Context: an optimization exercise on an open-source flow, tuned for small area, a short achievable clock period and few clock cycles per item. The choices shown serve that exercise and are no tape-out recipe. The RTL was checked by simulation tests, not by an equivalence proof against the original design.

==> branch lagoon <==
Design pipelined_prime_sieve, start of the top module:
module pipelined_prime_sieve (
  input  logic                          clk_i,
  input  logic                          rst_ni,
  input  logic                          in_valid_i,
  output logic                          in_stall_o,
  input  logic [pps_pkg::ValueBits-1:0] in_value_i,
  output logic                          out_valid_o,
  input  logic                          out_stall_i,
  output logic [pps_pkg::ValueBits-1:0] out_prime_value_o,
  output logic                          out_overflow_o
);
  localparam int NS = pps_pkg::NumSlots;
  localparam int T  = pps_pkg::NumTest;
  localparam int G  = NS / T;
  localparam int K  = pps_pkg::InitSteps;
  localparam int NC = (15 + K - 1) / K;    
  localparam int XW = NC * K;              
  localparam int CW = (NC > 1) ? $clog2(NC) : 1;
  logic [NS-1:0][15:1] inv_q;
  logic [NS-1:0][14:0] lim_q;
  logic [NS-1:0][3:0]  sh_q;
  logic [NS-1:0]       filled_q;    
  logic                pend_q;      
  logic [NS-1:0]       top_slot;    
  assign top_slot = filled_q & ~{1'b0, filled_q[NS-1:1]};
  ...
clock: 7.0 ns
lec_check: 0
cap_margin: 20
core_margin: 2
core_utilization: 40
setup_slack_margin: 2.5
slew_margin: 20
run.sh (not shown) runs the stock make flow with config.mk's settings and CLKGATE_MAP_FILE= SYNTH_SCRIPT=/design/flow/synth_recipe.tcl, a recipe that flattens the netlist after the stock synthesis.
==> inputs of branch indigo, as changes to branch lagoon <==
--- a/flow/design.v
+++ b/flow/design.v
@@ -192,44 +192,70 @@
 );
   localparam int NS = pps_pkg::NumSlots;
   localparam int T  = pps_pkg::NumTest;
   localparam int G  = NS / T;
   localparam int K  = pps_pkg::InitSteps;
   localparam int NC = (15 + K - 1) / K;    
   localparam int XW = NC * K;              
   localparam int CW = (NC > 1) ? $clog2(NC) : 1;
+  localparam bit PreBypass = 1'b1;
   logic [NS-1:0][15:1] inv_q;
   logic [NS-1:0][14:0] lim_q;
   logic [NS-1:0][3:0]  sh_q;
   logic [NS-1:0]       filled_q;    
   logic                pend_q;      
   logic [NS-1:0]       top_slot;    
   assign top_slot = filled_q & ~{1'b0, filled_q[NS-1:1]};
-  logic        b_valid_q;
-  logic [15:0] b_v_q;
-  logic        acc, alive_in;
+  logic        b_valid_q, p_valid_q, q_valid_q, r_valid_q;
+  logic [15:0] b_v_q, p_v_q, p_v3_q, q_v_q, q_v3_q, q_q0_q, r_v_q, r_v3_q, p_nv;
+  logic        q_ok0_q;           
+  logic        acc, alive_in, q_drop, p_go;
+  logic [15:0] p_q0;
+  logic        p_mok0;
   assign in_stall_o = b_valid_q;
   assign acc        = in_valid_i && !b_valid_q;
   assign alive_in   = |in_value_i[15:1];
+  pps_cell u_pre (
+    .v_i   (p_v_q),
+    .v3_i  (p_v3_q),
+    .inv_i (inv_q[0]),
+    .sh_i  (sh_q[0]),
+    .q_o   (p_q0),
+    .mok_o (p_mok0)
+  );
+  assign q_drop = q_ok0_q &&
+      (q_q0_q <= {lim_q[0][14] & lim_q[0][13], lim_q[0]});
   logic         a_valid_q, a_old_q, a_last_q;
   logic [15:0]  a_v_q, a_v3_q;      
   logic [G-1:0] a_goh_q;            
   logic [T-1:0][15:1] a_inv_q;
-  logic [T-1:0][14:0] a_lim_q;
-  logic [T-1:0][3:0]  a_sh_q;
+  logic [T-1:0][14:0] s_lim;         
+  logic [T-1:0][3:0]  s_sh;
   logic [T-1:0]       a_fil_q, a_wt_q;
+  always_comb begin
+    for (int t = 0; t < T; t++) begin
+      s_lim[t] = '0;
+      s_sh[t]  = '0;
+      for (int g = 0; g < G; g++) begin
+        if (a_goh_q[g]) begin
+          s_lim[t] = s_lim[t] | lim_q[g*T+t];
+          s_sh[t]  = s_sh[t]  | sh_q[g*T+t];
+        end
+      end
+    end
+  end
   logic [T-1:0][15:0] q_t;
   logic [T-1:0]       mok_t;
   for (genvar t = 0; t < T; t++) begin : g_test
     pps_cell u_cell (
       .v_i   (a_v_q),
       .v3_i  (a_v3_q),
       .inv_i (a_inv_q[t]),
-      .sh_i  (a_sh_q[t]),
+      .sh_i  (s_sh[t]),
       .q_o   (q_t[t]),
       .mok_o (mok_t[t])
     );
   end
   logic         d_valid_q, d_old_q, d_div, d_wt_q, d_last_q;
   logic [T-1:0][15:0] d_q_q;        
   logic [T-1:0][14:0] d_lim_q;
   logic [T-1:0]       d_ok_q;       
@@ -249,51 +275,61 @@
   assign out_ok = !out_valid_q || !out_stall_i;
   assign pass   = d_valid_q && !d_div && !d_wt_q && !st_q && !st2_q;
   assign surv   = pass && d_last_q && d_old_q && out_ok;
   assign drop   = d_valid_q && d_div;
   assign depart = drop || surv;
   assign keep   = d_valid_q && !depart;
   assign adv    = pass && !d_last_q;
   assign store  = surv && !filled_q[NS-1];
-  assign n_valid = b_valid_q || (acc && alive_in);
-  assign n_v     = b_valid_q ? b_v_q : in_value_i;
-  assign take    = !keep;           
+  logic q_fwd, e_from_r, e_from_q, e_from_p, r_free, q_free, q_to_r, p_to_q;
+  logic [15:0] n_v3;
+  assign take     = !keep;           
+  assign q_fwd    = q_valid_q && !q_drop;
+  assign e_from_r = take && r_valid_q;
+  assign e_from_q = take && !r_valid_q && q_fwd;
+  assign e_from_p = PreBypass && take && !r_valid_q && !q_fwd && p_valid_q;
+  assign r_free   = !r_valid_q || e_from_r;
+  assign q_to_r   = q_fwd && !e_from_q && r_free;
+  assign q_free   = !q_valid_q || q_drop || e_from_q || q_to_r;
+  assign p_to_q   = p_valid_q && !e_from_p && q_free;
+  assign p_go     = !p_valid_q || e_from_p || p_to_q;    
+  assign n_valid  = r_valid_q || q_fwd || (PreBypass && p_valid_q);
+  assign n_v      = r_valid_q ? r_v_q : q_fwd ? q_v_q : p_v_q;
+  assign n_v3     = r_valid_q ? r_v3_q : q_fwd ? q_v3_q : p_v3_q;
+  assign p_nv     = b_valid_q ? b_v_q : in_value_i;
   logic [G-1:0] n_goh;
   logic         n_last;
   logic [T-1:0][15:1] n_inv;
-  logic [T-1:0][14:0] n_lim;
-  logic [T-1:0][3:0]  n_sh;
   logic [T-1:0]       n_fil, n_wt;
   assign n_goh = !keep ? G'(1) : adv ? {d_goh_q[G-2:0], 1'b0} : d_goh_q;
   always_comb begin
     n_last = 1'b1;
     for (int g = 0; g < G - 1; g++) begin
       if (n_goh[g]) n_last = !filled_q[(g+1)*T];
     end
     for (int t = 0; t < T; t++) begin
       n_inv[t] = '0;
-      n_lim[t] = '0;
-      n_sh[t]  = '0;
       n_fil[t] = 1'b0;
       n_wt[t]  = 1'b0;
       for (int g = 0; g < G; g++) begin
         if (n_goh[g]) begin
           n_inv[t] = n_inv[t] | inv_q[g*T+t];
-          n_lim[t] = n_lim[t] | lim_q[g*T+t];
-          n_sh[t]  = n_sh[t]  | sh_q[g*T+t];
           n_fil[t] = n_fil[t] | filled_q[g*T+t];
           n_wt[t]  = n_wt[t]  | (pend_q && top_slot[g*T+t]);
         end
       end
     end
   end
   always_ff @(posedge clk_i or negedge rst_ni) begin
     if (!rst_ni) begin
       b_valid_q <= 1'b0;
+      p_valid_q <= 1'b0;
+      q_valid_q <= 1'b0;
+      r_valid_q <= 1'b0;
       a_valid_q <= 1'b0;
       a_old_q   <= 1'b0;
       a_goh_q   <= G'(1);
       d_valid_q <= 1'b0;
       d_old_q   <= 1'b0;
       st_q      <= 1'b0;
       st2_q     <= 1'b0;
     end else begin
@@ -305,40 +341,58 @@
       a_goh_q   <= n_goh;
       if (keep) begin
         a_valid_q <= 1'b1;
         a_old_q   <= d_old_q;
       end else begin
         a_valid_q <= n_valid;
         a_old_q   <= !a_valid_q;
       end
-      if (take) b_valid_q <= 1'b0;
-      else if (acc && alive_in) b_valid_q <= 1'b1;
+      if (r_free) r_valid_q <= q_to_r;
+      if (q_free) q_valid_q <= p_to_q;
+      if (p_go) begin
+        p_valid_q <= b_valid_q || (acc && alive_in);
+        b_valid_q <= 1'b0;
+      end else if (acc && alive_in) begin
+        b_valid_q <= 1'b1;
+      end
     end
   end
   always_ff @(posedge clk_i) begin
     d_v_q    <= a_v_q;
     d_v3_q   <= a_v3_q;
     d_q_q    <= q_t;
-    d_lim_q  <= a_lim_q;
+    d_lim_q  <= s_lim;
     d_ok_q   <= a_fil_q & ~a_wt_q & mok_t;
     d_wt_q   <= |(a_fil_q & a_wt_q);
     d_last_q <= a_last_q;
     a_last_q <= n_last;
     a_inv_q  <= n_inv;
-    a_lim_q  <= n_lim;
-    a_sh_q   <= n_sh;
     a_fil_q  <= n_fil;
     a_wt_q   <= n_wt;
     if (keep) begin
       a_v_q  <= d_v_q;
       a_v3_q <= d_v3_q;
     end else begin
       a_v_q  <= n_v;
-      a_v3_q <= n_v + {n_v[14:0], 1'b0};
+      a_v3_q <= n_v3;
+    end
+    if (r_free) begin
+      r_v_q  <= q_v_q;
+      r_v3_q <= q_v3_q;
+    end
+    if (q_free) begin
+      q_v_q   <= p_v_q;
+      q_v3_q  <= p_v3_q;
+      q_q0_q  <= p_q0;
+      q_ok0_q <= filled_q[0] && !(pend_q && top_slot[0]) && p_mok0;
+    end
+    if (p_go) begin
+      p_v_q  <= p_nv;
+      p_v3_q <= p_nv + {p_nv[14:0], 1'b0};
     end
     if (acc) b_v_q <= in_value_i;
   end
   logic        out_valid_q;
   logic [15:0] out_value_q;
   logic        out_ovf_q;
   always_ff @(posedge clk_i or negedge rst_ni) begin
     if (!rst_ni) begin
@@ -360,37 +414,34 @@
   assign out_overflow_o    = out_ovf_q;
   logic          i_norm_q, i_calc_q, i_done_q, i_sync_q;
   logic [15:0]   i_m_q;
   logic [3:0]    i_s_q;
   logic [15:0]   i_e_q;
   logic [17:0]   i_r_q;     
   logic [XW-1:0] i_x_q, i_l_q;
   logic [CW-1:0] i_c_q;
-  logic          o_valid, odep, nold_valid, nold_ev, i_free, i_last;
+  logic          odep_q;     
+  logic          o_valid, i_free, i_last;
   logic          ld_spec, ld_st, ld, wr_fin;
-  logic [15:0]   o_v, nold_v, ld_v;
+  logic [15:0]   o_v, ld_v;
   logic [15:0]   e_n;
   logic [17:0]   r_n;
   logic [K-1:0]  xb, lb;
   logic [XW-1:0] x_fin, l_fin;
   logic [14:0]   w_inv, w_lim;
-  assign o_valid    = (d_valid_q && d_old_q) || (a_valid_q && a_old_q);
-  assign o_v        = (d_valid_q && d_old_q) ? d_v_q : a_v_q;
-  assign odep       = depart && d_old_q;
-  assign nold_valid = a_valid_q || (take && n_valid);
-  assign nold_v     = a_valid_q ? a_v_q : n_v;
-  assign nold_ev    = (odep || !o_valid) && nold_valid;
+  assign o_valid = (d_valid_q && d_old_q) || (a_valid_q && a_old_q);
+  assign o_v     = (d_valid_q && d_old_q) ? d_v_q : a_v_q;
   assign i_last  = i_calc_q && (i_c_q == CW'(NC - 1));
   assign wr_fin  = pend_q && (i_done_q || i_last);
   assign i_free  = !pend_q || wr_fin;
-  assign ld_st   = store && !i_sync_q;
-  assign ld_spec = !store && i_free && (nold_ev || (!i_sync_q && o_valid && !odep));
+  assign ld_st   = st_q && !i_sync_q;
+  assign ld_spec = !ld_st && i_free && o_valid && (odep_q || !i_sync_q);
   assign ld      = ld_spec || ld_st;
-  assign ld_v    = ld_st ? d_v_q : nold_ev ? nold_v : o_v;
+  assign ld_v    = ld_st ? out_value_q : o_v;
   always_comb begin
     logic [16:0] es;
     e_n = i_e_q;
     r_n = i_r_q;
     for (int k = 0; k < K; k++) begin
       xb[k] = e_n[0];
       es    = {1'b0, e_n} + (e_n[0] ? {1'b0, i_m_q} : 17'h0);
       e_n   = es[16:1];
@@ -404,32 +455,34 @@
   assign w_inv = i_last ? x_fin[14:0] : i_x_q[14:0];
   assign w_lim = i_last ? l_fin[XW-1 -: 15] : i_l_q[XW-1 -: 15];
   always_ff @(posedge clk_i or negedge rst_ni) begin
     if (!rst_ni) begin
       i_norm_q <= 1'b0;
       i_calc_q <= 1'b0;
       i_done_q <= 1'b0;
       i_sync_q <= 1'b0;
+      odep_q   <= 1'b0;
       pend_q   <= 1'b0;
       filled_q <= '0;
     end else begin
+      odep_q <= depart && d_old_q;
       if (store) begin
         pend_q   <= 1'b1;
         filled_q <= {filled_q[NS-2:0], 1'b1};
       end else if (wr_fin) begin
         pend_q   <= 1'b0;
       end
       if (ld) begin
         i_sync_q <= ld_spec;
         i_norm_q <= !ld_v[0];
         i_calc_q <= ld_v[0];
         i_done_q <= 1'b0;
       end else begin
-        if (store || odep) i_sync_q <= 1'b0;
+        if (odep_q) i_sync_q <= 1'b0;
         if (i_norm_q && i_m_q[1]) begin
           i_norm_q <= 1'b0;
           i_calc_q <= 1'b1;
         end
         if (i_last) begin
           i_calc_q <= 1'b0;
           i_done_q <= 1'b1;
         end
ABC_AREA = 1   (was not set)
CORE_UTILIZATION = 60   (was 40)
PLACE_DENSITY = 0.72   (was not set)
==> inputs of branch violet, as changes to branch lagoon <==
--- a/flow/design.v
+++ b/flow/design.v
@@ -209,27 +209,39 @@
   logic        acc, alive_in;
   assign in_stall_o = b_valid_q;
   assign acc        = in_valid_i && !b_valid_q;
   assign alive_in   = |in_value_i[15:1];
   logic         a_valid_q, a_old_q, a_last_q;
   logic [15:0]  a_v_q, a_v3_q;      
   logic [G-1:0] a_goh_q;            
   logic [T-1:0][15:1] a_inv_q;
-  logic [T-1:0][14:0] a_lim_q;
-  logic [T-1:0][3:0]  a_sh_q;
+  logic [T-1:0][14:0] s_lim;         
+  logic [T-1:0][3:0]  s_sh;
   logic [T-1:0]       a_fil_q, a_wt_q;
+  always_comb begin
+    for (int t = 0; t < T; t++) begin
+      s_lim[t] = '0;
+      s_sh[t]  = '0;
+      for (int g = 0; g < G; g++) begin
+        if (a_goh_q[g]) begin
+          s_lim[t] = s_lim[t] | lim_q[g*T+t];
+          s_sh[t]  = s_sh[t]  | sh_q[g*T+t];
+        end
+      end
+    end
+  end
   logic [T-1:0][15:0] q_t;
   logic [T-1:0]       mok_t;
   for (genvar t = 0; t < T; t++) begin : g_test
     pps_cell u_cell (
       .v_i   (a_v_q),
       .v3_i  (a_v3_q),
       .inv_i (a_inv_q[t]),
-      .sh_i  (a_sh_q[t]),
+      .sh_i  (s_sh[t]),
       .q_o   (q_t[t]),
       .mok_o (mok_t[t])
     );
   end
   logic         d_valid_q, d_old_q, d_div, d_wt_q, d_last_q;
   logic [T-1:0][15:0] d_q_q;        
   logic [T-1:0][14:0] d_lim_q;
   logic [T-1:0]       d_ok_q;       
@@ -255,36 +267,30 @@
   assign adv    = pass && !d_last_q;
   assign store  = surv && !filled_q[NS-1];
   assign n_valid = b_valid_q || (acc && alive_in);
   assign n_v     = b_valid_q ? b_v_q : in_value_i;
   assign take    = !keep;           
   logic [G-1:0] n_goh;
   logic         n_last;
   logic [T-1:0][15:1] n_inv;
-  logic [T-1:0][14:0] n_lim;
-  logic [T-1:0][3:0]  n_sh;
   logic [T-1:0]       n_fil, n_wt;
   assign n_goh = !keep ? G'(1) : adv ? {d_goh_q[G-2:0], 1'b0} : d_goh_q;
   always_comb begin
     n_last = 1'b1;
     for (int g = 0; g < G - 1; g++) begin
       if (n_goh[g]) n_last = !filled_q[(g+1)*T];
     end
     for (int t = 0; t < T; t++) begin
       n_inv[t] = '0;
-      n_lim[t] = '0;
-      n_sh[t]  = '0;
       n_fil[t] = 1'b0;
       n_wt[t]  = 1'b0;
       for (int g = 0; g < G; g++) begin
         if (n_goh[g]) begin
           n_inv[t] = n_inv[t] | inv_q[g*T+t];
-          n_lim[t] = n_lim[t] | lim_q[g*T+t];
-          n_sh[t]  = n_sh[t]  | sh_q[g*T+t];
           n_fil[t] = n_fil[t] | filled_q[g*T+t];
           n_wt[t]  = n_wt[t]  | (pend_q && top_slot[g*T+t]);
         end
       end
     end
   end
   always_ff @(posedge clk_i or negedge rst_ni) begin
     if (!rst_ni) begin
@@ -313,24 +319,22 @@
       if (take) b_valid_q <= 1'b0;
       else if (acc && alive_in) b_valid_q <= 1'b1;
     end
   end
   always_ff @(posedge clk_i) begin
     d_v_q    <= a_v_q;
     d_v3_q   <= a_v3_q;
     d_q_q    <= q_t;
-    d_lim_q  <= a_lim_q;
+    d_lim_q  <= s_lim;
     d_ok_q   <= a_fil_q & ~a_wt_q & mok_t;
     d_wt_q   <= |(a_fil_q & a_wt_q);
     d_last_q <= a_last_q;
     a_last_q <= n_last;
     a_inv_q  <= n_inv;
-    a_lim_q  <= n_lim;
-    a_sh_q   <= n_sh;
     a_fil_q  <= n_fil;
     a_wt_q   <= n_wt;
     if (keep) begin
       a_v_q  <= d_v_q;
       a_v3_q <= d_v3_q;
     end else begin
       a_v_q  <= n_v;
       a_v3_q <= n_v + {n_v[14:0], 1'b0};
@@ -360,37 +364,34 @@
   assign out_overflow_o    = out_ovf_q;
   logic          i_norm_q, i_calc_q, i_done_q, i_sync_q;
   logic [15:0]   i_m_q;
   logic [3:0]    i_s_q;
   logic [15:0]   i_e_q;
   logic [17:0]   i_r_q;     
   logic [XW-1:0] i_x_q, i_l_q;
   logic [CW-1:0] i_c_q;
-  logic          o_valid, odep, nold_valid, nold_ev, i_free, i_last;
+  logic          odep_q;     
+  logic          o_valid, i_free, i_last;
   logic          ld_spec, ld_st, ld, wr_fin;
-  logic [15:0]   o_v, nold_v, ld_v;
+  logic [15:0]   o_v, ld_v;
   logic [15:0]   e_n;
   logic [17:0]   r_n;
   logic [K-1:0]  xb, lb;
   logic [XW-1:0] x_fin, l_fin;
   logic [14:0]   w_inv, w_lim;
-  assign o_valid    = (d_valid_q && d_old_q) || (a_valid_q && a_old_q);
-  assign o_v        = (d_valid_q && d_old_q) ? d_v_q : a_v_q;
-  assign odep       = depart && d_old_q;
-  assign nold_valid = a_valid_q || (take && n_valid);
-  assign nold_v     = a_valid_q ? a_v_q : n_v;
-  assign nold_ev    = (odep || !o_valid) && nold_valid;
+  assign o_valid = (d_valid_q && d_old_q) || (a_valid_q && a_old_q);
+  assign o_v     = (d_valid_q && d_old_q) ? d_v_q : a_v_q;
   assign i_last  = i_calc_q && (i_c_q == CW'(NC - 1));
   assign wr_fin  = pend_q && (i_done_q || i_last);
   assign i_free  = !pend_q || wr_fin;
-  assign ld_st   = store && !i_sync_q;
-  assign ld_spec = !store && i_free && (nold_ev || (!i_sync_q && o_valid && !odep));
+  assign ld_st   = st_q && !i_sync_q;
+  assign ld_spec = !ld_st && i_free && o_valid && (odep_q || !i_sync_q);
   assign ld      = ld_spec || ld_st;
-  assign ld_v    = ld_st ? d_v_q : nold_ev ? nold_v : o_v;
+  assign ld_v    = ld_st ? out_value_q : o_v;
   always_comb begin
     logic [16:0] es;
     e_n = i_e_q;
     r_n = i_r_q;
     for (int k = 0; k < K; k++) begin
       xb[k] = e_n[0];
       es    = {1'b0, e_n} + (e_n[0] ? {1'b0, i_m_q} : 17'h0);
       e_n   = es[16:1];
@@ -404,32 +405,34 @@
   assign w_inv = i_last ? x_fin[14:0] : i_x_q[14:0];
   assign w_lim = i_last ? l_fin[XW-1 -: 15] : i_l_q[XW-1 -: 15];
   always_ff @(posedge clk_i or negedge rst_ni) begin
     if (!rst_ni) begin
       i_norm_q <= 1'b0;
       i_calc_q <= 1'b0;
       i_done_q <= 1'b0;
       i_sync_q <= 1'b0;
+      odep_q   <= 1'b0;
       pend_q   <= 1'b0;
       filled_q <= '0;
     end else begin
+      odep_q <= depart && d_old_q;
       if (store) begin
         pend_q   <= 1'b1;
         filled_q <= {filled_q[NS-2:0], 1'b1};
       end else if (wr_fin) begin
         pend_q   <= 1'b0;
       end
       if (ld) begin
         i_sync_q <= ld_spec;
         i_norm_q <= !ld_v[0];
         i_calc_q <= ld_v[0];
         i_done_q <= 1'b0;
       end else begin
-        if (store || odep) i_sync_q <= 1'b0;
+        if (odep_q) i_sync_q <= 1'b0;
         if (i_norm_q && i_m_q[1]) begin
           i_norm_q <= 1'b0;
           i_calc_q <= 1'b1;
         end
         if (i_last) begin
           i_calc_q <= 1'b0;
           i_done_q <= 1'b1;
         end
==> notes <==
Against branch violet, the first-iteration DRC count of branch lagoon is larger by 4.7%.
Worst hold slack: branch indigo > branch violet > branch lagoon.
Global-route usage, highest first: branch indigo, branch violet, branch lagoon.
Routed wire length: branch indigo > branch lagoon > branch violet.
Of branch violet and branch lagoon, branch violet has the higher clock skew (gap 0.0016 ns).
Between branch violet and branch lagoon, the lower register-to-register slack is in branch lagoon (gap 0.05 ns).
The lowest flip-flop and latch count belongs to branch violet, the highest to branch indigo.
Testbench counts of branch lagoon, summed over its fixed seeds: cycles 5,085, items 3,080.
Testbench counts of branch indigo, summed over its fixed seeds: cycles 4,157, items 3,080.
Testbench counts of branch violet, summed over its fixed seeds: cycles 5,093, items 3,080.

[separate check: timing with driven ports]
The results above use ideal ports. As a check the final layouts listed here were re-extracted and re-timed, cells and wires unchanged. Step 1, drivers: a clkbuf_16 drives clk_i and a buf_2 each remaining input, both assumed. Step 2, shift: input delay + t, output delay - t, t = (earliest + latest rising clock arrival at the registers) / 2. This alone moves slack from input paths to output paths. a / b / c = ideal ports / drivers / drivers and shift; a / b = the first two.
run	t (ns)	slack for setup (ns)	worst setup path at the end	slew at the worst register clock pin (ns)
branch lagoon	0.751	2.575 / 2.575 / 2.082	input to register	0.07 / 0.07
branch indigo	0.789	2.452 / 2.452 / 1.987	input to register	0.08 / 0.08
branch violet	0.770	2.624 / 2.624 / 2.098	input to register	0.07 / 0.07
After both steps every run listed still meets setup and hold. The setup slack of branch violet, which loses most, moves by 0.000 ns with the drivers and by -0.526 ns with both steps.
